Background: an optimization exercise with open tools, aiming at small area and a short achievable clock period. Do not read the settings as production practice. At most, simulation tests tie the RTL to the original design; equivalence was not proved. Power figures rest on the tool's default switching activity, not on a simulated workload.

job 101:
// idStage
module idStage (
    input  logic                            clk,
    input  logic                            rst,
    input  mips_pkg::instrUnion             inst,
    input  logic [32-1:0]     pc,
    input  logic                            wbWriteEnable,
    input  logic [5-1:0] wbWriteAddr,
    input  logic [32-1:0]     wbWriteData,
    output logic [32-1:0]     rsValue,
    output logic [32-1:0]     rtValue,
    output logic [32-1:0]     extImm,
    output logic [32-1:0]     idData,
    output logic [32-1:0]     branchTarget,
    output logic                            branchTaken,
    output logic                            isBranch
);
    logic zeroB, signedExt, jumpReg, jumpImm, isLui, isSet, setImm, setSigned;
    logic cEq, cNe, cLtz, cGez, cLez, cGtz, cAlways;
    logic [32-1:0] rtRaw;      
    logic [32-1:0] immExt;
    logic data0Other, data0;
    logic [32-1:0] idDataOther;
    idController ctrl (
        .inst(inst), .zeroB(zeroB), .signedExt(signedExt), .isBranch(isBranch),
        .jumpReg(jumpReg), .jumpImm(jumpImm), .isLui(isLui), .isSet(isSet),
        .setImm(setImm), .setSigned(setSigned),
        .cEq(cEq), .cNe(cNe), .cLtz(cLtz), .cGez(cGez), .cLez(cLez), .cGtz(cGtz),
        .cAlways(cAlways)
    );
    regFile grf (
        .clk(clk), .rst(rst),
        .readAddrA(inst.rView.rs), .readAddrB(inst.rView.rt),
        .readDataA(rsValue), .readDataB(rtRaw),
        .writeEnable(wbWriteEnable), .writeAddr(wbWriteAddr), .writeData(wbWriteData)
    );
    assign rtValue = zeroB ? '0 : rtRaw;
    idComparer comparer (
        .a(rsValue), .b(rtRaw), .imm(immExt), .signedCmp(setSigned), .setImm(setImm),
  ...
==> flow/config.mk <==
export PLATFORM = sky130hd
export DESIGN_NAME = idStage
export DESIGN_NICKNAME = idStage
export VERILOG_FILES = /design/flow/design.v
export SDC_FILE = /design/flow/constraint.sdc
export NUM_CORES = 4
export LEC_CHECK = 0
export CAP_MARGIN = 20
export CORE_MARGIN = 2
export CORE_UTILIZATION = 50
export SETUP_SLACK_MARGIN = 3
export SLEW_MARGIN = 20
export SYNTH_HIERARCHICAL = 1
==> flow/constraint.sdc <==
create_clock -name core_clock -period 11.0 [get_ports {clk}]
set_input_delay 2.2000 -clock core_clock [delete_from_list [all_inputs] [get_ports {clk}]]
set_output_delay 2.2000 -clock core_clock [all_outputs]
set_load 0.01 [all_outputs]
run.sh (not shown) runs the stock make flow with config.mk's settings and CLKGATE_MAP_FILE= SYNTH_SCRIPT=/design/flow/synth_recipe.tcl, a recipe that flattens the netlist after the stock synthesis.
Job 101 completed end to end with timing, DRC and antenna clean.
#### Input delta (job 102 over job 101)
==> flow/flow/run.sh (new file) <==
#!/bin/bash
# Layout flow: the standard ORFS flow (standard.sh, which also runs the
# standard synthesis), with one change: the buffers that buffer_ports puts on
# every input and output port are plain buf_2 cells instead of the delay
# cells it picks by default. make's full output goes to flow_make.log here;
# each ORFS step's log stays under orfs/logs/.
set -euo pipefail
bash standard.sh "BUFFER_PORTS_ARGS=-buffer_cell sky130_fd_sc_hd__buf_2" finish \
    > flow_make.log 2>&1
==> flow/standard.sh (new file) <==
#!/bin/bash
# synth_recipe.tcl (not shown) runs the flow's synth.tcl, then flattens the netlist and writes it again
# the make line also repeats each setting of config.mk as NAME=value (left out here)
make -C /OpenROAD-flow-scripts/flow DESIGN_CONFIG=/design/flow/config.mk WORK_HOME=/design/flow/orfs CLKGATE_MAP_FILE= SYNTH_SCRIPT=/design/flow/synth_recipe.tcl "${@:-finish}"
removed: flow/run.sh
The post-synthesis register bit count was comparable across job 101 and job 102.
[job 102 vs job 101] transition at the pin with the smallest max-transition slack: lower in job 102
Maximum single-stage delay on the critical path in job 102 is 0.17 ns above job 101.
Relative to job 101, the maximum clock rate measured on job 102 has increased slightly.
Looking at post-route worst setup slack, job 102 sits 0.042 ns above job 101.
Job 101 has higher area growth from synthesis to final layout than job 102.
Summary: minimum period implied by the final worst setup slack, job 102 better than job 101
No run of this note included a check of the RTL's function; only the layout flow was run.

Another version of the RTL of idStage (not shown whole).
Size: ~4,600 cells after synthesis, roughly 990 flip-flops, roughly 270 I/O pins.
## idStage
module idStage (
    input  logic                            clk,
    input  logic                            rst,
    input  mips_pkg::instrUnion             inst,
    input  logic [32-1:0]     pc,
    input  logic                            wbWriteEnable,
    input  logic [5-1:0] wbWriteAddr,
    input  logic [32-1:0]     wbWriteData,
    output logic [32-1:0]     rsValue,
    output logic [32-1:0]     rtValue,
    output logic [32-1:0]     extImm,
    output logic [32-1:0]     idData,
    output logic [32-1:0]     branchTarget,
    output logic                            branchTaken,
    output logic                            isBranch
);
Settings: LEC_CHECK=0, CAP_MARGIN=20, CORE_MARGIN=2, CORE_UTILIZATION=50, SETUP_SLACK_MARGIN=2.6, SLEW_MARGIN=20, SYNTH_HIERARCHICAL=1, TNS_END_PERCENT=10; clock period 11.0 ns.
standard.sh (not shown) runs the stock make flow with config.mk's settings and CLKGATE_MAP_FILE= SYNTH_SCRIPT=/design/flow/synth_recipe.tcl, a recipe that flattens the netlist after the stock synthesis.
==> flow/flow/run.sh <==
#!/bin/bash
# Layout flow: the standard ORFS flow (standard.sh, which also runs the
# standard synthesis), with two changes:
#  - the buffers that buffer_ports puts on every input and output port are
#    plain buf_2 cells instead of the delay cells it picks by default;
#  - clock tree synthesis clusters up to 20 sinks per leaf buffer and
#    inserts no dummy loads, for a smaller clock tree.
# make's full output goes to flow_make.log here; each ORFS step's log stays
# under orfs/logs/.
set -euo pipefail
bash standard.sh \
    "BUFFER_PORTS_ARGS=-buffer_cell sky130_fd_sc_hd__buf_2" \
    "CTS_ARGS=-sink_clustering_enable -repair_clock_nets -sink_clustering_size 20 -sink_clustering_max_diameter 100 -dont_use_dummy_load" \
    finish > flow_make.log 2>&1
Change:
PLACE_DENSITY = 0.92   (was default)
SETUP_SLACK_MARGIN = 3   (was 2.6)
Routed wire length fell by 9.9%.
Cell count is about the same.
Count of clock-buffer cells in the layout fell by 1.
Design area hardly moves.
Change:
PLACE_DENSITY = 0.85   (was 0.92)
What happened: Design area goes down by about 0.8%. Cell count falls by about 0.43%. Sequential share of layout area increases by 0.29 points. Routed wire length is lower by 1.9%. Register-to-register slack gets worse by 0.02 ns. Power barely changes. Combinational power goes down by about 2%. Hold slack is about the same.
Change:
PLACE_DENSITY = default   (was 0.85)
After rerunning:
- total power climbs by 1.4%
- sequential share of layout area barely changes
- wire length climbs by 13%

-- separate check: timing with driven ports --
In the flow no input, the clock included, has a driving cell. The finished layouts below were timed again as built, in two steps.
Step 1, drivers: a clkbuf_16 drives clk and a buf_2 each remaining input, both assumed.
Step 2 times the ports against the registers' clock, not the clock port: input delays grow and output delays shrink by t, the midpoint of the rising clock arrivals with the driver on.
Three values: ideal, step 1, step 2; two values: the first two.
run	t, ns	setup WS [ns]	worst hold slack (ns)
job 101	0.788	2.424 / 2.275 / 2.275	0.508 / 0.508 / 0.508
job 102	0.776	2.466 / 2.271 / 2.271	0.510 / 0.510 / 0.510
the first run of note 2	0.748	2.503 / 2.427 / 2.427	0.515 / 0.515 / 0.515
the second run of note 2	0.714	2.572 / 2.469 / 2.469	0.517 / 0.517 / 0.517
the third run of note 2	0.704	2.558 / 2.483 / 2.483	0.516 / 0.516 / 0.516
the fourth run of note 2	0.750	2.484 / 2.441 / 2.441	0.515 / 0.515 / 0.515
After both steps every run listed still meets setup and hold. For job 102, which loses most, drivers alone change the setup slack by -0.195 ns; drivers and shift together by -0.195 ns.
